Background: an optimization exercise with open tools, aiming at a short achievable clock period and few clock cycles per item. Do not read the settings as production practice.
Only simulation tests tie the RTL to the original design; equivalence was not proved.

[design.v]
package pfgm_pkg;
	localparam int SAMPLE_W = 16;
	localparam int GAIN_W   = 17;
	localparam logic [2:0] FMT_MONO8    = 3'd0;
	localparam logic [2:0] FMT_STEREO8  = 3'd1;
	localparam logic [2:0] FMT_MONO16   = 3'd2;
	localparam logic [2:0] FMT_STEREO16 = 3'd3;
	localparam logic REG_MASTER_GAIN = 1'b0;
	typedef struct packed {
		logic signed [SAMPLE_W-1:0] left;
		logic signed [SAMPLE_W-1:0] right;
	} stereo_t;
	typedef struct packed {
		logic ld1;
		logic ld2;
		logic ld3;
		logic acc;
		logic clr;
	} lane_ctrl_t;
	function automatic logic signed [SAMPLE_W-1:0] from_byte(input logic [7:0] b);
		from_byte = {{2{~b[7]}}, ~b[7], b[6:0], 6'b0};
	endfunction
	function automatic stereo_t unpack(input logic [2:0] fmt, input logic [31:0] word);
		stereo_t s;
		s.left  = '0;
		s.right = '0;
		unique case (fmt)
			FMT_MONO8: begin
				s.left  = from_byte(word[7:0]);
				s.right = from_byte(word[7:0]);
			end
			FMT_STEREO8: begin
				s.left  = from_byte(word[7:0]);
				s.right = from_byte(word[15:8]);
			end
			FMT_MONO16: begin
				s.left  = word[15:0];
				s.right = word[15:0];
			end
			FMT_STEREO16: begin
				s.left  = word[15:0];
				s.right = word[31:16];
			end
			default: begin
				s.left  = '0;
				s.right = '0;
			end
		endcase
		unpack = s;
	endfunction
endpackage
module pfgm_lane #(
	parameter int GAIN_FRAC_BITS = 16,
	parameter int MGW            = 17
) (
	input  logic                                   clk,
	input  logic                                   arst_n,
	input  pfgm_pkg::lane_ctrl_t                   ctrl,
	input  logic signed [pfgm_pkg::SAMPLE_W-1:0]   sample,
	input  logic        [pfgm_pkg::GAIN_W-1:0]     src_gain,
	input  logic        [MGW-1:0]                  mst_gain,
	output logic signed [pfgm_pkg::SAMPLE_W-1:0]   sum_nxt,
	output logic                                   clip_nxt
);
	localparam int P1W = pfgm_pkg::SAMPLE_W + pfgm_pkg::GAIN_W;
	localparam int P2W = P1W + MGW;
	localparam int SH  = 2 * GAIN_FRAC_BITS;
	localparam int QW  = P2W - SH;
	localparam int AW  = (QW + 2 > pfgm_pkg::SAMPLE_W + 1) ? QW + 2 : pfgm_pkg::SAMPLE_W + 1;
	localparam logic signed [AW-1:0] SMAX = AW'(32767);
	localparam logic signed [AW-1:0] SMIN = ~SMAX;
	logic [pfgm_pkg::SAMPLE_W-1:0]       mag_s1;
	logic                      neg_s1, neg_s2, neg_s3;
	logic [P1W-1:0]            p1_s2;
	logic [P2W-1:0]            p2_s3;
	logic signed [pfgm_pkg::SAMPLE_W-1:0] sum_q;
	logic                      clip_q;
	logic [QW-1:0]             q_v;
	logic signed [AW-1:0]      add_v;
	logic signed [AW-1:0]      tot_v;
	always_ff @(posedge clk) begin
		if (ctrl.ld1) begin
			neg_s1 <= sample[pfgm_pkg::SAMPLE_W-1];
			mag_s1 <= sample[pfgm_pkg::SAMPLE_W-1] ? pfgm_pkg::SAMPLE_W'(-sample) : sample;
		end
		if (ctrl.ld2) begin
			neg_s2 <= neg_s1;
			p1_s2  <= P1W'(mag_s1) * P1W'(src_gain);
		end
		if (ctrl.ld3) begin
			neg_s3 <= neg_s2;
			p2_s3  <= P2W'(p1_s2) * P2W'(mst_gain);
		end
	end
	always_comb begin
		q_v   = p2_s3[P2W-1:SH];
		add_v = $signed({{(AW-QW){1'b0}}, q_v});
		if (neg_s3) begin
			add_v = -add_v;
		end
		tot_v    = add_v + {{(AW-pfgm_pkg::SAMPLE_W){sum_q[pfgm_pkg::SAMPLE_W-1]}}, sum_q};
		clip_nxt = clip_q;
		if (tot_v > SMAX) begin
			sum_nxt  = SMAX[pfgm_pkg::SAMPLE_W-1:0];
			clip_nxt = 1'b1;
		end else if (tot_v < SMIN) begin
			sum_nxt  = SMIN[pfgm_pkg::SAMPLE_W-1:0];
			clip_nxt = 1'b1;
		end else begin
			sum_nxt = tot_v[pfgm_pkg::SAMPLE_W-1:0];
		end
	end
	always_ff @(posedge clk or negedge arst_n) begin
		if (!arst_n) begin
			sum_q  <= '0;
			clip_q <= 1'b0;
		end else if (ctrl.acc) begin
			if (ctrl.clr) begin
				sum_q  <= '0;
				clip_q <= 1'b0;
			end else begin
				sum_q  <= sum_nxt;
				clip_q <= clip_nxt;
			end
		end
	end
endmodule
module pfgm_merge (
	input  logic                                 clk,
	input  logic                                 arst_n,
	input  logic                                 emit,
	input  logic signed [pfgm_pkg::SAMPLE_W-1:0] left,
	input  logic signed [pfgm_pkg::SAMPLE_W-1:0] right,
	input  logic                                 clip_l,
	input  logic                                 clip_r,
	input  logic                                 out_stall,
	output logic                                 out_valid,
	output logic signed [pfgm_pkg::SAMPLE_W-1:0] mixed_left,
	output logic signed [pfgm_pkg::SAMPLE_W-1:0] mixed_right,
	output logic                                 clipped
);
	logic                       valid_q;
	logic signed [pfgm_pkg::SAMPLE_W-1:0] left_q;
	logic signed [pfgm_pkg::SAMPLE_W-1:0] right_q;
	logic                       clip_q;
	always_ff @(posedge clk or negedge arst_n) begin
		if (!arst_n) begin
			valid_q <= 1'b0;
		end else if (emit) begin
			valid_q <= 1'b1;
		end else if (!out_stall) begin
			valid_q <= 1'b0;
		end
	end
	always_ff @(posedge clk) begin
		if (emit) begin
			left_q  <= left;
			right_q <= right;
			clip_q  <= clip_l | clip_r;
		end
	end
	assign out_valid   = valid_q;
	assign mixed_left  = left_q;
	assign mixed_right = right_q;
	assign clipped     = clip_q;
endmodule
module pcm_format_gain_mixer #(
	parameter int GAIN_FRAC_BITS = 16
) (
	input  logic                                 clk,
	input  logic                                 arst_n,
	input  logic                                 psel,
	input  logic                                 penable,
	input  logic                                 pwrite,
	input  logic [2:0]                           paddr,
	input  logic [31:0]                          pwdata,
	output logic [31:0]                          prdata,
	output logic                                 pready,
	input  logic                                 in_valid,
	output logic                                 in_stall,
	input  logic                                 active,
	input  logic [2:0]                           sample_format,
	input  logic [31:0]                          sample_word,
	input  logic [pfgm_pkg::GAIN_W-1:0]          source_gain,
	input  logic                                 last_source,
	output logic                                 out_valid,
	input  logic                                 out_stall,
	output logic signed [pfgm_pkg::SAMPLE_W-1:0] mixed_left,
	output logic signed [pfgm_pkg::SAMPLE_W-1:0] mixed_right,
	output logic                                 clipped
);
	localparam int MGW = (GAIN_FRAC_BITS + 1 > pfgm_pkg::GAIN_W) ? GAIN_FRAC_BITS + 1 : pfgm_pkg::GAIN_W;
	localparam logic [MGW:0] GAIN_ONE = (MGW+1)'(1) << GAIN_FRAC_BITS;
	logic [MGW-1:0]    mgain_q;
	logic              v_s1, v_s2, v_s3;
	logic              last_s1, last_s2, last_s3;
	logic [pfgm_pkg::GAIN_W-1:0] sg_s1;
	logic              in_acc;
	logic              wr_en;
	pfgm_pkg::stereo_t           smp;
	pfgm_pkg::lane_ctrl_t        ctrl;
	logic signed [pfgm_pkg::SAMPLE_W-1:0] sum_l, sum_r;
	logic              clip_l, clip_r;
	assign pready = 1'b1;
	assign wr_en  = psel & penable & pwrite & pready & (paddr[2] == pfgm_pkg::REG_MASTER_GAIN);
	assign prdata = (paddr[2] == pfgm_pkg::REG_MASTER_GAIN) ? 32'(mgain_q) : 32'd0;
	always_ff @(posedge clk or negedge arst_n) begin
		if (!arst_n) begin
			mgain_q <= GAIN_ONE[MGW-1:0];
		end else if (wr_en && ((MGW+1)'(pwdata[pfgm_pkg::GAIN_W-1:0]) <= GAIN_ONE)) begin
			mgain_q <= MGW'(pwdata[pfgm_pkg::GAIN_W-1:0]);
		end
	end
	assign in_stall = v_s1 | v_s2 | v_s3;
	assign in_acc   = in_valid & ~in_stall;
	always_comb begin
		smp = pfgm_pkg::unpack(sample_format, sample_word);
		if (!active) begin
			smp = '0;
		end
	end
	always_comb begin
		ctrl.ld1 = in_acc;
		ctrl.ld2 = v_s1;
		ctrl.ld3 = v_s2;
		ctrl.acc = v_s3 & ~(last_s3 & out_valid & out_stall);
		ctrl.clr = last_s3;
	end
	always_ff @(posedge clk or negedge arst_n) begin
		if (!arst_n) begin
			v_s1    <= 1'b0;
			v_s2    <= 1'b0;
			v_s3    <= 1'b0;
			last_s1 <= 1'b0;
			last_s2 <= 1'b0;
			last_s3 <= 1'b0;
		end else begin
			v_s1 <= in_acc;
			v_s2 <= v_s1;
			if (v_s2) begin
				v_s3 <= 1'b1;
			end else if (ctrl.acc) begin
				v_s3 <= 1'b0;
			end
			if (in_acc) begin
				last_s1 <= last_source;
			end
			last_s2 <= last_s1;
			if (v_s2) begin
				last_s3 <= last_s2;
			end
		end
	end
	always_ff @(posedge clk) begin
		if (in_acc) begin
			sg_s1 <= source_gain;
		end
	end
	pfgm_lane #(.GAIN_FRAC_BITS(GAIN_FRAC_BITS), .MGW(MGW)) u_lane_l (
		.clk      (clk),
		.arst_n   (arst_n),
		.ctrl     (ctrl),
		.sample   (smp.left),
		.src_gain (sg_s1),
		.mst_gain (mgain_q),
		.sum_nxt  (sum_l),
		.clip_nxt (clip_l)
	);
	pfgm_lane #(.GAIN_FRAC_BITS(GAIN_FRAC_BITS), .MGW(MGW)) u_lane_r (
		.clk      (clk),
		.arst_n   (arst_n),
		.ctrl     (ctrl),
		.sample   (smp.right),
		.src_gain (sg_s1),
		.mst_gain (mgain_q),
		.sum_nxt  (sum_r),
		.clip_nxt (clip_r)
	);
	pfgm_merge u_merge (
		.clk         (clk),
		.arst_n      (arst_n),
		.emit        (ctrl.acc & ctrl.clr),
		.left        (sum_l),
		.right       (sum_r),
		.clip_l      (clip_l),
		.clip_r      (clip_r),
		.out_stall   (out_stall),
		.out_valid   (out_valid),
		.mixed_left  (mixed_left),
		.mixed_right (mixed_right),
		.clipped     (clipped)
	);
endmodule
[run.sh]
#!/bin/bash
# synth_recipe.tcl (not shown) runs the flow's synth.tcl, then flattens the netlist and writes it again
# the make line also repeats each setting of config.mk as NAME=value (left out here)
make -C /OpenROAD-flow-scripts/flow DESIGN_CONFIG=/design/flow/config.mk WORK_HOME=/design/flow/orfs CLKGATE_MAP_FILE= SYNTH_SCRIPT=/design/flow/synth_recipe.tcl finish
[config.mk]
export PLATFORM = sky130hd
export DESIGN_NAME = pcm_format_gain_mixer
export DESIGN_NICKNAME = pcm_format_gain_mixer
export VERILOG_FILES = /design/flow/design.v
export SDC_FILE = /design/flow/constraint.sdc
export NUM_CORES = 4
export LEC_CHECK = 0
export CAP_MARGIN = 20
export CORE_MARGIN = 2
export CORE_UTILIZATION = 40
export SLEW_MARGIN = 20
[constraint.sdc]
create_clock -name core_clock -period 8.0 [get_ports {clk}]
set_input_delay 1.6000 -clock core_clock [delete_from_list [all_inputs] [get_ports {clk}]]
set_output_delay 1.6000 -clock core_clock [all_outputs]
set_load 0.01 [all_outputs]
==> run summary <==
registers in the layout (all words and copies together) (netlist names), 17 cells and up:
signal,cells
u_lane_l.p2_s3,18
u_lane_r.p1_s2,33
u_lane_l.p1_s2,33
sg_s1,17
u_lane_r.p2_s3,18
mgain_q,17
worst min path at each step:
stage,from,to,slack (ps)
6_report,last_s1$_DFFE_PN0P_,last_s2$_DFF_PN0_,370
2_1_floorplan,last_s1$_DFFE_PN0P_,last_s2$_DFF_PN0_,350
5_1_grt,last_s1$_DFFE_PN0P_,last_s2$_DFF_PN0_,380
4_1_cts,last_s1$_DFFE_PN0P_,last_s2$_DFF_PN0_,370
3_5_place_dp,last_s1$_DFFE_PN0P_,last_s2$_DFF_PN0_,360
3_3_place_gp,last_s1$_DFFE_PN0P_,last_s2$_DFF_PN0_,360
routing by layer:
metal | GRT usage | vias up | part of all wire
met2 | 0.328 | 1370 | 0.45
li1 | - | 20617 | -
met4 | 0.0356 | 0 | 0.017
met1 | 0.294 | 23134 | 0.46
met5 | 0 | - | 0
met3 | 0.0300 | 183 | 0.067
synthesized netlist by cell type (5+ instances only):
library cell / number
sky130_fd_sc_hd__dfrtp_1: 57
sky130_fd_sc_hd__nand4_1: 11
sky130_fd_sc_hd__xnor2_1: 124
sky130_fd_sc_hd__or3_1: 18
sky130_fd_sc_hd__mux2_2: 20
sky130_fd_sc_hd__inv_1: 1658
sky130_fd_sc_hd__a31oi_1: 12
sky130_fd_sc_hd__nor2b_1: 30
sky130_fd_sc_hd__mux2i_1: 23
sky130_fd_sc_hd__a21oi_1: 126
sky130_fd_sc_hd__o21bai_1: 23
sky130_fd_sc_hd__fa_1: 1342
sky130_fd_sc_hd__o41ai_1: 8
sky130_fd_sc_hd__and3_1: 14
sky130_fd_sc_hd__nor4_1: 12
sky130_fd_sc_hd__nor3_1: 30
sky130_fd_sc_hd__mux4_2: 6
sky130_fd_sc_hd__and2_1: 615
sky130_fd_sc_hd__a211o_1: 9
sky130_fd_sc_hd__xor2_1: 50
sky130_fd_sc_hd__buf_4: 17
sky130_fd_sc_hd__o2bb2ai_1: 7
sky130_fd_sc_hd__and4_1: 8
sky130_fd_sc_hd__clkbuf_1: 318
sky130_fd_sc_hd__edfxtp_1: 190
sky130_fd_sc_hd__nand3_1: 31
sky130_fd_sc_hd__or2_2: 16
sky130_fd_sc_hd__nand2b_1: 34
sky130_fd_sc_hd__a211oi_1: 21
sky130_fd_sc_hd__o31ai_1: 16
sky130_fd_sc_hd__a22o_1: 5
sky130_fd_sc_hd__o21ai_0: 96
sky130_fd_sc_hd__nand2_1: 1148
sky130_fd_sc_hd__ha_1: 496
sky130_fd_sc_hd__o21a_1: 46
sky130_fd_sc_hd__a21o_1: 77
sky130_fd_sc_hd__a221o_1: 26
sky130_fd_sc_hd__or4_1: 7
sky130_fd_sc_hd__nor2_1: 126
sky130_fd_sc_hd__a21boi_0: 5
sky130_fd_sc_hd__o211ai_1: 7
timing repair:
| action | CTS | global route |
|---|---|---|
| setup endpoints to repair | 0 | 8 |
| hold endpoints to repair | 0 | 0 |
| buffers inserted | 0 | 11 |
| resized for setup | 0 | 7 |
through the flow:
stage	utilization	instance area [µm²]	hold slack (ps)	std cells
final	0.432	68400	371	9031
after global routing	0.432	68400	379	9029
after CTS	0.432	68300	371	9018
after detailed placement	0.425	67300	357	8963
after global placement	0.425	67300	359	8963
after floorplan	-	63700	350	6977
cells by family after synthesis:
kind of cell,share of synthesized area
flops,0.113
xor+xnor,0.0240
fa+ha+maj,0.520
mux,0.00928
compound gates,0.0572
simple gates,0.158
buf+inv,0.119
other cells,0.000118
final cells by class:
class                           instances  area [µm²]  area share
Clock inverter                         17         174     0.00254
Inverter                             1658        6220      0.0910
Tap cell                             2072        2590      0.0379
Antenna cell                            2        5.00   0.0000732
Multi-Input combinational cell       4730       49000       0.716
Sequential cell                       248        7190       0.105
Clock buffer                           38         802      0.0117
Timing Repair Buffer                  266        2470      0.0361
worst register-to-register path: cells and delay by family (launching register included):
| kind | cells | cell delay [ps] |
|---|---|---|
| AOI/OAI and AO/OA | 5 | 1280 |
| and+or+nand+nor | 6 | 1210 |
| DFF | 1 | 790 |
| adders and majority gates | 7 | 3140 |
| buffers and inverters | 5 | 960 |
==> metrics.log <==
[metrics] clock transition at the registers of the reported paths: 70 ps
[metrics] router iterations before antenna repair: 6
[metrics] post-synthesis sequential area ratio: 0.113
[metrics] EDFF count, synth: 190
[metrics] number of warnings printed during yosys synthesis: 3
[metrics] hold-fix buffers at CTS: 0
[metrics] vias in the first global route: 49131
[metrics] cell repeated most along the worst path: sky130_fd_sc_hd__fa_1
[metrics] P&R area growth vs syn: 7.52%
[metrics] WL/cell: 17.8 µm
[metrics] count of cell instances traversed by the critical path: 23
[metrics] final worst-path cycle share: 0.947
[metrics] H-tree depth: 1
[metrics] fraction of final layout cells with drive strength greater than 1: 0.0377
[metrics] post-synthesis sequential element count: 248
[metrics] number of distinct standard cells referenced by the synthesized netlist: 82
[metrics] total detailed-routing wirelength: 161000 µm
[metrics] GRT Util Overall: 0.203
[metrics] number of buffer and inverter stages on the critical path: 5
[metrics] initial core utilization: 0.402
[metrics] syn_area_per_cell: 9.14 µm²
[metrics] TritonCTS buffer count: 30
[metrics] most used flip-flop cell after synthesis: sky130_fd_sc_hd__edfxtp_1
[metrics] sum of overflow across all layers after global routing: 0
[metrics] CP Launch Point: mgain_q[16]$_DFFE_PN1P_
[metrics] Final Max Slew Viols: 0
[metrics] Clk Tree Root Cell: sky130_fd_sc_hd__clkbuf_16
[metrics] unrepaired setup endpoints after global routing: false
[metrics] largest incremental delay on the critical path: 790 ps
[metrics] most common cell after layout, fill and taps aside: sky130_fd_sc_hd__inv_1
[metrics] outcome: finished clean
[metrics] required time at the endpoint of the critical path: 8400 ps
[metrics] largest fanout of any net on the critical path: 33
[metrics] number of sinks handled by clock tree synthesis: 248
[metrics] DR vias: 45304
[metrics] total standard cell area after synthesis: 63600 µm²
[metrics] startpoint of the worst register-to-register path: mgain_q[16]$_DFFE_PN1P_
[metrics] transition time of the tightest slew-check pin: 1060 ps
[metrics] number of hold violations in the final report: 0
[metrics] final period demand of the worst path: 7570 ps
[metrics] Post-Synthesis Cells: 6963
[metrics] Via density: 5.02
[metrics] number of antenna violations at the first check in global routing: 0
[metrics] Max clock buf depth: 3
[metrics] arrival time at the worst endpoint: 7980 ps
[metrics] detailed placement HPWL: 126000 µm
[metrics] boundary pin count: 164
[metrics] number of placement rows: 146
[metrics] share of synthesized flip-flops with an asynchronous set or reset: 0.234
[metrics] crit path max-delay cell type: sky130_fd_sc_hd__dfstp_2
[metrics] largest area contributor in the synthesized netlist: sky130_fd_sc_hd__fa_1
[metrics] top post-synthesis cells by area: sky130_fd_sc_hd__fa_1, sky130_fd_sc_hd__inv_1, sky130_fd_sc_hd__ha_1
[metrics] number of nets in the finished design: 8868
[metrics] latest clock arrival within the worst-skew pair: 600 ps
[metrics] max cap viols: 0
[metrics] Critical Path Sink: u_lane_r.p2_s3[46]$_DFFE_PP_
[metrics] Reg-to-Reg End: u_lane_r.p2_s3[46]$_DFFE_PP_
[metrics] Synth top area share: 0.422
[metrics] y dimension of the die: 403 µm
[metrics] number of failing setup endpoints in the final timing report: 0
[metrics] Top Family by Delay on Critical Path: adder cells
[metrics] floorplan die area: 162000 µm²
[metrics] r2r worst-path depth: 23
[metrics] final weighted congestion in routability-driven placement: 0.875
[metrics] largest net degree at the start of global routing: 71
[metrics] worst min-delay path class: flop to flop
[metrics] Max Fclk: 132 MHz
[metrics] cells traversed along the worst timing path: buf_4, and2_1, fa_1, fa_1, fa_1, fa_1, fa_1, inv_1, fa_1, inv_1, ha_1, and4_1, nand2_1, nor4_1, o221a_2, nor4_1, o41ai_1, buf_4, nand4_1, a21boi_0, buf_4, o21ai_0, a221oi_1
[metrics] FF-to-FF setup slack: 430 ps
[metrics] number of buffers added on ports: 130
[metrics] slew margin rel.: 0.293
[metrics] count of nets left with antenna violations after detail routing: 0
[metrics] pre-CTS setup slack: 249 ps
[metrics] clock tree from TritonCTS: yes
[metrics] clock tree skew after final layout: 15.1 ps
[metrics] fin worst setup slack: 428 ps
[metrics] number of instances on the worst hold path: 0
[metrics] DRC violations left: 0
[metrics] floorplan core area: 158000 µm²
[metrics] kind of start point of the critical path: flop
[metrics] Setup TNS Final: 0 ps
[metrics] Crit Path Category: flop to flop
[metrics] count of fill cells added during filler insertion: 15370
[metrics] first-pass GRT wire length: 265000 µm
[metrics] number of design-rule violations left by the first detailed-router iteration: 2860
[metrics] leading cell types in the layout, fill and taps excluded: sky130_fd_sc_hd__inv_1, sky130_fd_sc_hd__fa_1, sky130_fd_sc_hd__nand2_1
[metrics] Critical Path End Type: flop
[metrics] Die Width: 403 µm
Testbench counts, summed over its fixed seeds: cycles 48,008, items 12,000.

==> what the ideal ports hide <==
The flow's constraints put no driver on any port. The routed layout listed below was extracted and timed again, unchanged, in two steps. Step 1 sets driving cells, clkbuf_16 on the clock port and buf_2 on the other inputs (assumed; they add their load-dependent delay and slew). Step 2, shift: input delay + t, output delay - t, t = (earliest + latest rising clock arrival at the registers) / 2. This alone moves slack from input paths to output paths. a / b / c = no drivers / after step 1 / after step 2; a / b = the first two.
shift t [ns]: 0.675
slack for setup (ns): 0.428 / 0.428 / 0.428
worst data-port slew with drivers (ns): 0.07
After both steps this run still meets setup and hold. For this run, drivers alone change the setup slack by 0.000 ns; drivers and shift together by 0.000 ns.
